This design comes from an exercise in tuning for small area on the open sky130 flow, not from production work.
Only simulation tests tie the RTL to the original design; equivalence was not proved.
Power figures rest on the tool's default switching activity, not on a simulated workload.

Setup of P:
==> flow/design.v <==
package fmap_buf_pkg;
  typedef enum logic [1:0] {
    BANK_EMPTY,
    BANK_FILLING,
    BANK_FULL,
    BANK_DRAINING
  } bank_state_t;
endpackage
module fmap_bank
#(
  parameter int K  = 4,
  parameter int BW = 16,
  parameter int PE = 2,
  parameter int P  = 16
) (
  input  logic                  clk,
  input  logic [K-1:0]          shift,
  input  logic [PE-1:0][BW-1:0] wr_data,
  output logic [K-1:0][BW-1:0]  head
);
  logic [BW-1:0] sr [K][P];
  always_ff @(posedge clk) begin
    for (int c = 0; c < K; c++) begin
      if (shift[c]) begin
        for (int i = 0; i < P - 1; i++) sr[c][i] <= sr[c][i + 1];
        sr[c][P - 1] <= wr_data[c % PE];
      end
    end
  end
  always_comb begin
    for (int c = 0; c < K; c++) head[c] = sr[c][0];
  end
endmodule
module pingpong_fmap_buffer
#(
  parameter int NumberOfK          = 4,
  parameter int BitSize            = 16,
  parameter int ProcessingElements = 2,
  parameter int ImageWidth         = 4
) (
  input  logic                  clk,
  input  logic                  res_n,
  input  logic [NumberOfK-1:0]  in_valid,
  input  logic [ProcessingElements-1:0][BitSize-1:0] in_data,
  output logic                  in_ready,
  output logic [BitSize-1:0]    out_data,
  output logic                  out_valid,
  input  logic                  out_ready,
  output logic                  out_last,
  output logic                  image_done,
  output logic                  error
);
  localparam int K  = NumberOfK;
  localparam int PE = ProcessingElements;
  localparam int P  = ImageWidth * ImageWidth;
  localparam int HW = (((K) < 2) ? 1 : $clog2(K));
  localparam int PW = (((P) < 2) ? 1 : $clog2(P));
  logic [PW:0]   cnt [K];
  logic [K-1:0]  wr_ch;
  logic [K-1:0]  ch_done;
  logic [K-1:0]  full_ch;
  logic          wr_over;
  logic          filled;
  logic [1:0]    busy;
  logic          draining;
  logic          rd_bank;
  logic          wr_ptr;
  logic [HW-1:0] rd_ch;
  logic [PW-1:0] rd_pix;
  logic [1:0]    full;
  logic          last_px;
  logic          last_ch;
  logic          xfer;
  logic          fin;
  logic          start;
  logic [K-1:0]  rd_sel;
  logic [1:0][K-1:0] shift;
  logic [1:0][K-1:0][BitSize-1:0] head;
  for (genvar b = 0; b < 2; b++) begin : g_bank
    fmap_bank #(
      .K (K),
      .BW(BitSize),
      .PE(PE),
      .P (P)
    ) u_bank (
      .clk     (clk),
      .shift   (shift[b]),
      .wr_data (in_data),
      .head    (head[b])
    );
  end
  always_comb begin
    in_ready = !busy[wr_ptr];
    for (int c = 0; c < K; c++) begin
      full_ch[c] = cnt[c][PW];
      wr_ch[c]   = in_ready && in_valid[c] && !full_ch[c];
      ch_done[c] = full_ch[c] || (wr_ch[c] && (&cnt[c][PW-1:0]));
    end
    wr_over = in_ready && (|(in_valid & full_ch));
    filled  = (&ch_done) && (|wr_ch);
    full[0]  = busy[0] && !(draining && !rd_bank);
    full[1]  = busy[1] && !(draining && rd_bank);
    last_px  = (&rd_pix);
    last_ch  = (&rd_ch);
    xfer     = draining && out_ready;
    fin      = xfer && last_px && last_ch;
    start    = (|full) && (!draining || fin);
    for (int c = 0; c < K; c++) rd_sel[c] = (rd_ch == HW'(c));
    shift[0] = (wr_ptr ? '0 : wr_ch) | ((xfer && !rd_bank) ? rd_sel : '0);
    shift[1] = (wr_ptr ? wr_ch : '0) | ((xfer && rd_bank) ? rd_sel : '0);
  end
  always_ff @(posedge clk or negedge res_n) begin
    if (!res_n) begin
      for (int c = 0; c < K; c++) cnt[c] <= '0;
      busy     <= '0;
      draining <= 1'b0;
      rd_bank  <= 1'b0;
      wr_ptr   <= 1'b0;
      rd_ch    <= '0;
      rd_pix   <= '0;
    end else begin
      for (int c = 0; c < K; c++) begin
        if (filled)        cnt[c] <= '0;
        else if (wr_ch[c]) cnt[c] <= cnt[c] + 1'b1;
      end
      if (filled) begin
        wr_ptr         <= ~wr_ptr;
        busy[wr_ptr]   <= 1'b1;
      end
      if (fin) busy[rd_bank] <= 1'b0;
      if (start) begin
        draining <= 1'b1;
        rd_bank  <= !full[0];
      end else if (fin) begin
        draining <= 1'b0;
      end
      if (xfer) begin
        rd_pix <= rd_pix + 1'b1;
        if (last_px) rd_ch <= rd_ch + 1'b1;
      end
    end
  end
  always_comb begin
    out_data = '0;
    for (int b = 0; b < 2; b++)
      for (int c = 0; c < K; c++)
        out_data = out_data |
                   ((draining && (rd_bank == 1'(b)) && rd_sel[c]) ? head[b][c] : '0);
  end
  assign out_valid  = draining;
  assign out_last   = draining && last_px;
  assign image_done = draining && last_px && last_ch;
  localparam logic [K-1:0] GRP = K'((2 ** PE) - 1);
  logic legal;
  logic err_q;
  always_comb begin
    legal = (in_valid == '0);
    for (int g = 0; g < K / PE; g++) begin
      if (in_valid == (GRP << (g * PE))) legal = 1'b1;
    end
  end
  always_ff @(posedge clk or negedge res_n) begin
    if (!res_n) err_q <= 1'b0;
    else if ((|in_valid) && (!legal || !in_ready || wr_over))
      err_q <= 1'b1;
  end
  assign error = err_q;
endmodule
export LEC_CHECK = 0
export CAP_MARGIN = 20
export CORE_MARGIN = 2
export CORE_UTILIZATION = 70
export CTS_CLUSTER_DIAMETER = 150
export CTS_CLUSTER_SIZE = 26
export SETUP_SLACK_MARGIN = 0.3
export SLEW_MARGIN = 20
create_clock -name core_clock -period 8.0 [get_ports {clk}]
standard.sh (not shown) runs the stock make flow with config.mk's settings and CLKGATE_MAP_FILE= SYNTH_SCRIPT=/design/flow/synth_recipe.tcl, a recipe that flattens the netlist after the stock synthesis.
==> flow/flow/run.sh <==
#!/bin/bash
# Layout: the standard ORFS flow (settings in config.mk), with the
# smallest buffer, sky130_fd_sc_hd__buf_1, on every input and output port.
set -euo pipefail
export BUFFER_PORTS_ARGS="-buffer_cell sky130_fd_sc_hd__buf_1"
bash standard.sh > standard.log 2>&1
Input changes introduced in Q (baseline for comparison: P):
- a change of CTS_CLUSTER_SIZE from 26 to 28
==> flow/run.sh (new file) <==
#!/bin/bash
# synth_recipe.tcl (not shown) runs the flow's synth.tcl, then flattens the netlist and writes it again
# the make line also repeats each setting of config.mk as NAME=value (left out here)
make -C /OpenROAD-flow-scripts/flow DESIGN_CONFIG=/design/flow/config.mk WORK_HOME=/design/flow/orfs CLKGATE_MAP_FILE= SYNTH_SCRIPT=/design/flow/synth_recipe.tcl finish
removed: flow/flow/run.sh
removed: flow/standard.sh
Between Q and P, it is Q whose sequential share of cell area is lower, by 0.24 points. [compare] base=P new=Q: power per unit of standard cell area -4.4 mW/mm^2; post-synthesis simple-gate area fraction barely changed; number of non-clock buffers now sits lower. Sort P and Q by routed wire length on met2, descending, and P comes first. Compared with P, in Q clock period minus worst slack moved up, final cell count saw little to no change, number of placed cells counting well taps stayed essentially flat. Diff P -> Q | total length of routed wires | down by a little under 10%. Summary of Q over P: slack of the critical path decreased by 0.75 ns relative to the old numbers; layout filler cell count increased by 0.79% relative to the old numbers.

-- static timing again, ports no longer ideal --
How much do the figures lean on ideal ports? The routed layouts below were timed once more, with nothing changed but the port constraints. Step 1 (the two cells are an assumption about what drives the block):
set clk [get_ports {clk}]
set_driving_cell -lib_cell sky130_fd_sc_hd__clkbuf_16 $clk
set_driving_cell -lib_cell sky130_fd_sc_hd__buf_2 [delete_from_list [all_inputs] $clk]
Step 2 adds t to the input delays and takes it off the output delays; t is the mean of the earliest and latest rising clock arrival at the registers after step 1. Input paths then give back, and output paths get back, about the clock's delay inside the block. Three values: ideal ports, drivers, drivers and shift; two values: the first two.
| run | t, ns | setup WS [ns] | worst setup path at the end | latest minus earliest clock arrival (ns) |
|---|---|---|---|---|
| P | 0.764 | 3.165 / 3.095 / 3.476 | input to register | 0.055 / 0.055 |
| Q | 0.764 | 2.412 / 2.341 / 2.933 | input to register | 0.045 / 0.045 |
After both steps setup and hold are still met in every run listed.
